Source: an optimization exercise on an open RTL-to-GDS flow (aim: small area). Production flows keep margins and buffers that such runs may drop. RTL that was checked went through simulation tests only; none was proved equivalent to the original. Function not checked in runs 1 and 2: the RTL went through the layout flow alone. Power is estimated from default activity; no workload was simulated.

==> flow/design.v <==
package cache_pkg;
  typedef enum logic { REPL_LRU = 1'b0, REPL_PLRU = 1'b1 } repl_mode_e;
  typedef enum logic { INIT = 1'b0, RUN = 1'b1 } fsm_e;
  function automatic int way_w(input int assoc);
    way_w = $clog2(assoc);
  endfunction
  function automatic int off_w(input int block_size);
    off_w = $clog2(block_size);
  endfunction
  function automatic int idx_w(input int cache_size, input int block_size, input int assoc);
    idx_w = $clog2(cache_size / (block_size * assoc));
  endfunction
endpackage
module cache_repl8 (
  input  logic        clock,
  input  logic        rst,
  input  logic        upd_valid_i,
  input  logic [31:0] upd_addr_i,
  input  logic [2:0]  upd_way_i,
  input  logic        vic_req_i,
  input  logic [31:0] vic_addr_i,
  input  logic [7:0]  way_valid_i,
  output logic        vic_valid_o,
  output logic [2:0]  vic_way_o,
  output logic        init_busy_o
);
  logic        running;
  logic [7:0]  init_cnt;
  logic [15:0] state_mem [256];
  logic [7:0]  upd_idx, vic_idx, wr_idx;
  logic [15:0] upd_rd, upd_next, wr_data;
  logic [2:0]  vic_lru, victim;
  logic        wr_en;
  logic        p_valid;
  logic [7:0]  p_idx;
  logic [2:0]  p_way;
  logic [15:0] p_word;
  assign upd_idx = upd_addr_i[11:4];
  assign vic_idx = vic_addr_i[11:4];
  always_ff @(posedge clock) begin
    if (rst)                                   init_busy_o <= 1'b1;
    else if (init_busy_o && init_cnt == 8'hFF) init_busy_o <= 1'b0;
  end
  assign running = ~init_busy_o;
  always_ff @(posedge clock) begin
    if (rst)              init_cnt <= '0;
    else if (init_busy_o) init_cnt <= init_cnt + 1'b1;
  end
  always_comb begin
    upd_rd = '0;
    for (int s = 0; s < 256; s++) upd_rd = upd_rd | (state_mem[s] & {16{upd_idx == 8'(s)}});
  end
  always_comb begin
    vic_lru = '0;
    for (int s = 0; s < 256; s++) vic_lru = vic_lru | (state_mem[s][2:0] & {3{vic_idx == 8'(s)}});
  end
  always_ff @(posedge clock) begin
    if (rst) p_valid <= 1'b0;
    else     p_valid <= running && upd_valid_i;
    p_idx  <= upd_idx;
    p_way  <= upd_way_i;
    p_word <= (p_valid && p_idx == upd_idx) ? upd_next : upd_rd;
  end
  logic [2:0] d [8];
  logic [7:0] th [9];
  logic [2:0] nd [7];
  logic [7:0] at_r;      
  logic [7:0] lt, eq, ge;
  logic [3:0] pk;
  always_comb begin
    d[0] = p_word[2:0];
    d[1] = p_word[5:3];
    d[2] = p_word[8:6];
    if (p_word[10:9] == 2'b11) begin
      d[3] = 3'd4;
      d[5] = {1'b0, p_word[12:11]};
    end else begin
      d[3] = {1'b0, p_word[12:11]};
      d[5] = {1'b0, p_word[10:9]};
    end
    d[4] = {1'b0, p_word[14:13]};
    d[6] = {2'b0, p_word[15]};
    d[7] = 3'd0;
    for (int k = 0; k < 8; k++) th[0][k] = 3'(k) < p_way;
    for (int j = 0; j < 8; j++) begin
      for (int k = 0; k < 8; k++)
        th[j+1][k] = (3'(k) < d[j]) ? th[j][k] : (k < 7 ? th[j][k+1] : 1'b0);
      lt[j]   = th[j][d[j]];
      eq[j]   = !th[j][d[j]] && (d[j] == 3'd0 || th[j][d[j] - 3'd1]);
      ge[j]   = !lt[j];
      at_r[j] = eq[j] || (j > 0 && at_r[j-1]);
    end
    for (int i = 0; i < 7; i++) begin
      if (at_r[i]) nd[i] = d[i+1] + {2'b0, ge[i+1]};
      else         nd[i] = d[i];
    end
    if (nd[3] == 3'd4) pk = {nd[5][1:0], 2'b11};
    else               pk = {nd[3][1:0], nd[5][1:0]};
    upd_next = {nd[6][0], nd[4][1:0], pk, nd[2], nd[1], nd[0]};
  end
  always_comb begin
    wr_en   = p_valid;
    wr_idx  = p_idx;
    wr_data = upd_next;
    if (init_busy_o) begin
      wr_en   = 1'b1;
      wr_idx  = init_cnt;
      wr_data = '0;
    end
  end
  always_ff @(posedge clock) begin
    for (int s = 0; s < 256; s++)
      if (wr_en && wr_idx == 8'(s)) state_mem[s] <= wr_data;
  end
  always_comb begin
    victim = (p_valid && p_idx == vic_idx) ? upd_next[2:0] : vic_lru;
    for (int w = 7; w >= 0; w--) begin
      if (!way_valid_i[w]) victim = 3'(w);
    end
  end
  always_ff @(posedge clock) begin
    if (rst) begin
      vic_valid_o <= 1'b0;
      vic_way_o   <= '0;
    end else begin
      vic_valid_o <= running && vic_req_i;
      if (running && vic_req_i) vic_way_o <= victim;
    end
  end
endmodule
==> flow/run.sh <==
#!/bin/bash
# synth_recipe.tcl (not shown) runs the flow's synth.tcl, then flattens the netlist and writes it again
# the make line also repeats each setting of config.mk as NAME=value (left out here)
make -C /OpenROAD-flow-scripts/flow DESIGN_CONFIG=/design/flow/config.mk WORK_HOME=/design/flow/orfs CLKGATE_MAP_FILE= SYNTH_SCRIPT=/design/flow/synth_recipe.tcl finish
==> flow/config.mk <==
export PLATFORM = sky130hd
export DESIGN_NAME = cache_repl8
export DESIGN_NICKNAME = cache_repl8
export VERILOG_FILES = /design/flow/design.v
export SDC_FILE = /design/flow/constraint.sdc
export NUM_CORES = 4
export LEC_CHECK = 0
export CAP_MARGIN = 10
export CORE_MARGIN = 2
export CORE_UTILIZATION = 40
export CTS_BUF_LIST = sky130_fd_sc_hd__clkbuf_4 sky130_fd_sc_hd__clkbuf_8
export GPL_TIMING_DRIVEN = 0
export PLACE_DENSITY = 0.5
export SLEW_MARGIN = 10
export SYNTH_MEMORY_MAX_BITS = 16384
==> flow/constraint.sdc <==
create_clock -name core_clock -period 10.0 [get_ports {clock}]
set_input_delay 2.0000 -clock core_clock [delete_from_list [all_inputs] [get_ports {clock}]]
set_output_delay 2.0000 -clock core_clock [all_outputs]
set_load 0.01 [all_outputs]
==> summary.txt, run 1 <==
Status
  – Status: aborted with a tool error
  – Exit stage: global routing (5_1_grt)
  – Stop err: [ERROR GRT-0116] Global routing finished with congestion. Check the congestion regions in the DRC Viewer.

Placed design
  – Cells after DPL: between 15k and 20k
  – Routability cong.: roughly 1.2
  – Final HPWL DP: around 1200000 µm
  – Dpl cell area: 194200 µm²
  – # port buffers: 33

Synthesis
  – Post-synth top area share: about four fifths
  – Most common library cells after synthesis: edfxtp_1 (4096), a22oi_1 (2213), nand2_1 (657), nor2_1 (635), clkbuf_1 (464)
  – Syn Inst Count: 9745
  – Post-synth EDFFs: between 4k and 5k
  – Synth unique cells: 85
  – Number of synthesized register bits: 4137
  – Area leader, netlist: edfxtp_1
  – Dominant cell by count in the synthesized netlist: edfxtp_1
  – Post-Syn Nets: slightly below 10k
  – Synth area leaders: edfxtp_1 (78%), a22oi_1 (11%), nand2_1 (1.6%), nor2_1 (1.5%), nand4_1 (1.3%)
  – Predominant post-synthesis flop cell: edfxtp_1
  – Synthesized area per cell: about 16 µm²
  – Post-synthesis sequential area ratio: 78.53%
  – Synth Cell Area: between 150000 and 200000 µm²
  – Asr flop ratio synth: 0%
  – Synth warnings: 6

Clock network
  – Post-CTS Setup Bufs: 0
  – Clk sinks: between 4k and 5k
  – Clk Tree Root Cell: clkbuf_8
  – Clk buf depth: 4
  – CTS Buf Count: slightly below 700
  – Cts-stage hold buffer count: 0
  – # H-tree levels: 6
  – PostCTS Resize Cnt: 0

GRT
  – GRT Overall Usage: about 86%
  – First-pass GRT wire length: 2232000 µm
  – Overflow after GRT: 5218
  – Vias in the first global route: roughly 160k
  – Largest net degree at the start of global routing: ~80

Floorplan
  – Initial core utilization: around 40%
  – Rows: between 200 and 250
  – Die Ht: 631.8 µm
  – Io pins: 84
  – Die W: 631.8 µm
[worst min path at each step]
stage	start	slack, ns	end	cells after the start
4_1_cts	vic_way_o[2]	0.48	vic_way_o[2]	2
3_5_place_dp	vic_way_o[2]	0.47	vic_way_o[2]	2
3_3_place_gp	vic_way_o[2]	0.48	vic_way_o[2]	2
2_1_floorplan	vic_way_o[2]	0.48	vic_way_o[2]	2
[kinds of logic after synthesis]
family	share of synthesized area [%]
and+or+nand+nor	7.086
buffers and inverters	1.386
AOI/OAI and AO/OA	12.39
xor gates and xnor gates	0.1611
DFF	78.53
muxes	0.2238
adders and majority gates	0.2222
[metrics by stage]
stage                     hold WS, ns  setup TNS (ns)  setup slack (ns)
after floorplan                0.4805         -131.38           -0.3002
after global placement         0.4756               -            -10.95
after detailed placement       0.4702         -0.2980           -0.2980
after CTS                      0.4781               0            0.9783
[per-layer routing]
layer	GRT overflow	global-route usage, %
met1	411	87.32
met3	503	79.63
met5	56	62.50
met2	2707	94.13
met4	1541	81.37
[power by group through the flow]
stage	logic [µW]	clock network, µW	registers, µW
floorplan	556	0	19200
global placement	1330	0	19200
detailed placement	1540	0	19200
CTS	1550	14900	18800
==> inputs of run 2 (changes only) <==
--- a/flow/design.v
+++ b/flow/design.v
@@ -48,9 +48,19 @@
   end
+  logic [15:0] blk_upd [16];
+  logic [2:0]  blk_vic [16];
   always_comb begin
-    upd_rd = '0;
-    for (int s = 0; s < 256; s++) upd_rd = upd_rd | (state_mem[s] & {16{upd_idx == 8'(s)}});
-  end
-  always_comb begin
+    for (int g = 0; g < 16; g++) begin
+      blk_upd[g] = '0;
+      blk_vic[g] = '0;
+      for (int k = 0; k < 16; k++) begin
+        blk_upd[g] = blk_upd[g] | (state_mem[16*g+k] & {16{upd_idx == 8'(16*g+k)}});
+        blk_vic[g] = blk_vic[g] | (state_mem[16*g+k][2:0] & {3{vic_idx == 8'(16*g+k)}});
+      end
+    end
+    upd_rd  = '0;
     vic_lru = '0;
-    for (int s = 0; s < 256; s++) vic_lru = vic_lru | (state_mem[s][2:0] & {3{vic_idx == 8'(s)}});
+    for (int g = 0; g < 16; g++) begin
+      upd_rd  = upd_rd | blk_upd[g];
+      vic_lru = vic_lru | blk_vic[g];
+    end
   end
--- a/flow/config.mk
+++ b/flow/config.mk
@@ -10,3 +10,5 @@
 export CORE_UTILIZATION = 40
-export CTS_BUF_LIST = sky130_fd_sc_hd__clkbuf_4 sky130_fd_sc_hd__clkbuf_8
+export CTS_BUF_LIST = sky130_fd_sc_hd__clkbuf_8
+export CTS_CLUSTER_DIAMETER = 60
+export CTS_CLUSTER_SIZE = 20
 export GPL_TIMING_DRIVEN = 0
==> run 2 against run 1 <==
Against the previous run:
- the flow again stops in global routing (5_1_grt)
- synthesized cell count grew 0.68%
- synthesized area grew 0.48%
==> summary.txt, run 2 <==
Synthesis
  – Synth area leaders: edfxtp_1 (78%), a22oi_1 (10%), nand2_1 (1.6%), nor2_1 (1.5%), nand4_1 (1.3%)
  – Dominant cell by count in the synthesized netlist: edfxtp_1
  – Post-Syn Nets: around 9.9k
  – Mux cell area share after synthesis: less than 1%
  – Synth unique cells: roughly 110
  – Number of synthesized register bits: around 4.1k
  – Most common library cells after synthesis: edfxtp_1 (4096), a22oi_1 (2158), nand2_1 (675), nor2_1 (649), clkbuf_1 (372)
  – Asr flop ratio synth: 0%
  – XOR/XNOR Fraction of Synth Area: less than 1%
  – Post-synth top area share: between 70% and 80%
  – Area leader, netlist: edfxtp_1
  – Largest family of logic cells by synthesized area: compound AO/OA/AOI/OAI gates
  – Compound-cell area share of the yosys netlist: approximately 13%
  – Syn Inst Count: 9811
  – Predominant post-synthesis flop cell: edfxtp_1
  – Simple logic cell fraction of the synthesized area: under 10%
  – Synthesized area per cell: around 16 µm²
  – Synth Cell Area: ~160000 µm²
  – Post-synth EDFFs: a little over 4k
  – Adder-cell share of the synthesized area: less than 1%
  – Post-synthesis sequential area ratio: between 70% and 80%
  – Synth warnings: 8

Clock network
  – Clk sinks: ~4.1k
  – PostCTS Resize Cnt: 0
  – Cts-stage hold buffer count: 0
  – # H-tree levels: 5
  – Post-CTS Setup Bufs: 0
  – Clk buf depth: 4
  – CTS Buf Count: roughly 390
  – Clk Tree Root Cell: clkbuf_8

GRT
  – First-pass GRT wire length: between 1500000 and 2000000 µm
  – Vias in the first global route: approximately 140k
  – GRT Overall Usage: about four fifths
  – Overflow after GRT: around 1.2k
  – Largest net degree at the start of global routing: 45

Status
  – Status: aborted with a tool error
  – Exit stage: global routing (5_1_grt)
  – Stop err: [ERROR GRT-0116] Global routing finished with congestion. Check the congestion regions in the DRC Viewer.

Floorplan
  – Initial core utilization: approximately 40%
  – Die W: 633.3 µm
  – Rows: ~230
  – Die Ht: around 630 µm
  – Io pins: 84

Placed design
  – Setup slack at placement: ~0.29 ns
  – Routability cong.: ~1.2
  – # port buffers: 34
  – Cells after DPL: 16.21k
  – Final HPWL DP: 1173000 µm
-- run 2: power by group through the flow --
| stage | Combinational, µW | Clock [µW] | Sequential [µW] |
|---|---|---|---|
| global placement | 1350 | 0 | 19200 |
| floorplan | 600 | 0 | 19200 |
| CTS | 1560 | 12100 | 18800 |
| detailed placement | 1560 | 0 | 19200 |
-- run 2: stage by stage --
step           area (µm²)  util (%)
2_1_floorplan      158400         -
3_3_place_gp       165300     41.85
3_5_place_dp       193400     48.94
4_1_cts            202300     51.21
-- run 2: cells by family after synthesis --
| logic type | Yosys count |
|---|---|
| DFF | 4137 |
| AOI/OAI and AO/OA | 2651 |
| and+or+nand+nor | 2384 |
| buffers and inverters | 553 |
| adders and majority gates | 30 |
| xor gates and xnor gates | 29 |
| muxes | 27 |
-- run 2: routing by layer --
metal / GRT overflow / track usage, %
met2: 541 / 88.49
met1: 141 / 79.47
met3: 152 / 69.11
met5: 9 / 53.73
met4: 334 / 74.07
-- run 2: worst max-delay path by stage --
| stage | startpoint | to | cells after the start |
|---|---|---|---|
| after detailed placement | upd_addr_i[8] | p_word[6] | 15 |
| after floorplan | p_word[4] | state_mem[0][8] | 15 |
| after CTS | upd_addr_i[8] | p_word[6] | 15 |
| after global placement | p_word[4] | state_mem[53][8] | 15 |
==> inputs of run 3 (changes only) <==
==> flow/design.v (replaced) <==
package cache_pkg;
  typedef enum logic { REPL_LRU = 1'b0, REPL_PLRU = 1'b1 } repl_mode_e;
  typedef enum logic { INIT = 1'b0, RUN = 1'b1 } fsm_e;
  function automatic int way_w(input int assoc);
    way_w = $clog2(assoc);
  endfunction
  function automatic int off_w(input int block_size);
    off_w = $clog2(block_size);
  endfunction
  function automatic int idx_w(input int cache_size, input int block_size, input int assoc);
    idx_w = $clog2(cache_size / (block_size * assoc));
  endfunction
endpackage
module cache_repl8 (
  input  logic        clock,
  input  logic        rst,
  input  logic        upd_valid_i,
  input  logic [31:0] upd_addr_i,
  input  logic [2:0]  upd_way_i,
  input  logic        vic_req_i,
  input  logic [31:0] vic_addr_i,
  input  logic [7:0]  way_valid_i,
  output logic        vic_valid_o,
  output logic [2:0]  vic_way_o,
  output logic        init_busy_o
);
  logic        running;
  logic [7:0]  init_cnt;
  logic [15:0] state_mem [256];
  logic [255:0] row_sel;   
  logic [7:0]  upd_idx, vic_idx, wr_idx;
  logic [15:0] upd_cur, upd_next, wr_data;
  logic [2:0]  vic_lru, victim;
  logic        wr_en;
  assign upd_idx = upd_addr_i[11:4];
  assign vic_idx = vic_addr_i[11:4];
  always_ff @(posedge clock) begin
    if (rst)                                init_busy_o <= 1'b1;
    else if (init_busy_o && init_cnt == 8'hFF) init_busy_o <= 1'b0;
  end
  assign running = ~init_busy_o;
  always_ff @(posedge clock) begin
    if (rst)              init_cnt <= '0;
    else if (init_busy_o) init_cnt <= init_cnt + 1'b1;
  end
  always_comb begin
    upd_cur = '0;
    for (int s = 0; s < 256; s++) upd_cur = upd_cur | (state_mem[s] & {16{row_sel[s]}});
  end
  always_comb begin
    vic_lru = '0;
    for (int s = 0; s < 256; s++) vic_lru = vic_lru | (state_mem[s][2:0] & {3{vic_idx == 8'(s)}});
  end
  logic [2:0] d [8];
  logic [2:0] t [9];
  logic [2:0] nd [7];
  logic [7:0] at_r;      
  logic [7:0] ge;
  logic [3:0] pk;
  always_comb begin
    d[0] = upd_cur[2:0];
    d[1] = upd_cur[5:3];
    d[2] = upd_cur[8:6];
    if (upd_cur[10:9] == 2'b11) begin
      d[3] = 3'd4;
      d[5] = {1'b0, upd_cur[12:11]};
    end else begin
      d[3] = {1'b0, upd_cur[12:11]};
      d[5] = {1'b0, upd_cur[10:9]};
    end
    d[4] = {1'b0, upd_cur[14:13]};
    d[6] = {2'b0, upd_cur[15]};
    d[7] = 3'd0;
    t[0] = upd_way_i;
    for (int j = 0; j < 8; j++) begin
      at_r[j] = (d[j] == t[j]) || (j > 0 && at_r[j-1]);
      ge[j]   = d[j] >= t[j];
      t[j+1]  = ge[j] ? t[j] : t[j] - 3'd1;
    end
    for (int i = 0; i < 7; i++) begin
      if (at_r[i]) nd[i] = d[i+1] + {2'b0, ge[i+1]};
      else         nd[i] = d[i];
    end
    if (nd[3] == 3'd4) pk = {nd[5][1:0], 2'b11};
    else               pk = {nd[3][1:0], nd[5][1:0]};
    upd_next = {nd[6][0], nd[4][1:0], pk, nd[2], nd[1], nd[0]};
  end
  always_comb begin
    wr_en   = 1'b0;
    wr_idx  = upd_idx;
    wr_data = upd_next;
    if (init_busy_o) begin
      wr_en   = 1'b1;
      wr_idx  = init_cnt;
      wr_data = '0;
    end else if (upd_valid_i) begin
      wr_en = 1'b1;
    end
  end
  always_comb begin
    for (int s = 0; s < 256; s++) row_sel[s] = wr_en && wr_idx == 8'(s);
  end
  always_ff @(posedge clock) begin
    for (int s = 0; s < 256; s++)
      if (row_sel[s]) state_mem[s] <= wr_data;
  end
  always_comb begin
    victim = vic_lru;
    for (int w = 7; w >= 0; w--) begin
      if (!way_valid_i[w]) victim = 3'(w);
    end
  end
  always_ff @(posedge clock) begin
    if (rst) begin
      vic_valid_o <= 1'b0;
      vic_way_o   <= '0;
    end else begin
      vic_valid_o <= running && vic_req_i;
      if (running && vic_req_i) vic_way_o <= victim;
    end
  end
endmodule
--- a/flow/config.mk
+++ b/flow/config.mk
@@ -9,8 +9,4 @@
 export CORE_MARGIN = 2
-export CORE_UTILIZATION = 40
-export CTS_BUF_LIST = sky130_fd_sc_hd__clkbuf_8
-export CTS_CLUSTER_DIAMETER = 60
-export CTS_CLUSTER_SIZE = 20
-export GPL_TIMING_DRIVEN = 0
-export PLACE_DENSITY = 0.5
+export CORE_UTILIZATION = 55
+export PLACE_DENSITY = 0.65
 export SLEW_MARGIN = 10
==> run 3 against run 2 <==
Against the previous run:
- the flow again stops in global routing (5_1_grt)
- synthesized area shrank 1.0%
- synthesized cell count shrank 8.0%
==> summary.txt, run 3 <==
Status
  – Status: aborted with a tool error
  – Exit stage: global routing (5_1_grt)
  – Stop err: [ERROR GRT-0116] Global routing finished with congestion. Check the congestion regions in the DRC Viewer.

Synthesis
  – Area leader, netlist: edfxtp_1
  – Synth Cell Area: around 160000 µm²
  – Post-synth top area share: around four fifths
  – Compound-cell area share of the yosys netlist: between 10% and 20%
  – Simple logic cell fraction of the synthesized area: 6.052%
  – Mux cell area share after synthesis: 0.1061%
  – Number of synthesized register bits: about 4.1k
  – Synthesized area per cell: around 17 µm²
  – Post-synthesis sequential area ratio: about four fifths
  – Largest family of logic cells by synthesized area: compound AO/OA/AOI/OAI gates
  – Predominant post-synthesis flop cell: edfxtp_1
  – Post-synth EDFFs: 4096
  – XOR/XNOR Fraction of Synth Area: less than 1%
  – Dominant cell by count in the synthesized netlist: edfxtp_1
  – Adder-cell share of the synthesized area: less than 1%
  – Synth unique cells: 113
  – Synth area leaders: edfxtp_1 (78%), a22oi_1 (4.8%), a22o_1 (2.7%), a221oi_1 (2.6%), nand4_1 (1.2%)
  – Post-Syn Nets: about 9.1k
  – Asr flop ratio synth: 0%
  – Synth warnings: 6
  – Syn Inst Count: 9030
  – Most common library cells after synthesis: edfxtp_1 (4096), a22oi_1 (1011), a22o_1 (483), a221oi_1 (466), clkbuf_1 (424)

Floorplan
  – Initial core utilization: a little under three fifths
  – Die W: 537.9 µm
  – Rows: between 150 and 200
  – Io pins: 84
  – Die Ht: about 540 µm

GRT
  – Overflow after GRT: just over 800
  – GRT Overall Usage: approximately 81%
  – Largest net degree at the start of global routing: 160
  – First-pass GRT wire length: about 1500000 µm
  – Vias in the first global route: ~150k

Clock network
  – Cts-stage hold buffer count: 0
  – CTS Buf Count: around 400
  – # H-tree levels: 5
  – Clk buf depth: 4
  – Clk Tree Root Cell: clkbuf_16
  – Clk sinks: just over 4k

Placed design
  – Cells after DPL: 15.13k
  – # port buffers: 35
  – Final HPWL DP: approximately 740000 µm
  – Routability cong.: 1.328
==> run 3: cell count changes after synthesis, sizes merged, moves of 94 or more <==
cell	delta
nand2	-456
nor2	-449
a22o	+435
a221oi	+416
a22oi	-1144
a222oi	+94
and3	+125
==> run 3: through the flow <==
stage	utilization [%]	power [µW]	worst slack (ns)	area (µm²)
4_1_cts	71.05	39030	-2.645	202100
3_5_place_dp	65.89	23150	-4.964	187400
3_3_place_gp	65.87	23200	-5.585	187400
2_1_floorplan	-	21150	-5.751	157900
==> run 3: routing by layer <==
metal / track usage [%] / GRT overflow
met1: 82.00 / 53
met3: 71.77 / 63
met2: 91.65 / 359
met4: 76.88 / 325
met5: 50.69 / 15
==> run 3: power groups by stage <==
stage / combinational, µW / sequential (µW) / clock [µW]
4_1_cts: 4790 / 18700 / 15600
3_5_place_dp: 4100 / 19000 / 0
3_3_place_gp: 4150 / 19000 / 0
2_1_floorplan: 2100 / 19000 / 0
==> run 3: cell families after synthesis <==
logic type | count (synthesis)
AOI/OAI and AO/OA | 2579
xor gates and xnor gates | 23
adders and majority gates | 30
buffers and inverters | 556
DFF | 4109
muxes | 16
and+or+nand+nor | 1717
==> run 3: worst max-delay path by stage <==
stage / from / to / slack (ns) / depth (start not counted)
floorplan: upd_addr_i[10] / state_mem[0][15] / -5.75 / 57
global placement: upd_addr_i[7] / state_mem[73][11] / -5.59 / 56
detailed placement: upd_addr_i[7] / state_mem[244][11] / -4.96 / 56
CTS: upd_addr_i[9] / state_mem[113][11] / -2.64 / 62
==> run 3: what timing repair did <==
action | 4_1_cts
endpoints found under the hold margin | 0
gates resized for setup | 171
gates cloned | 10
setup endpoints to repair | 3575
setup buffers | 59
pin swaps | 76
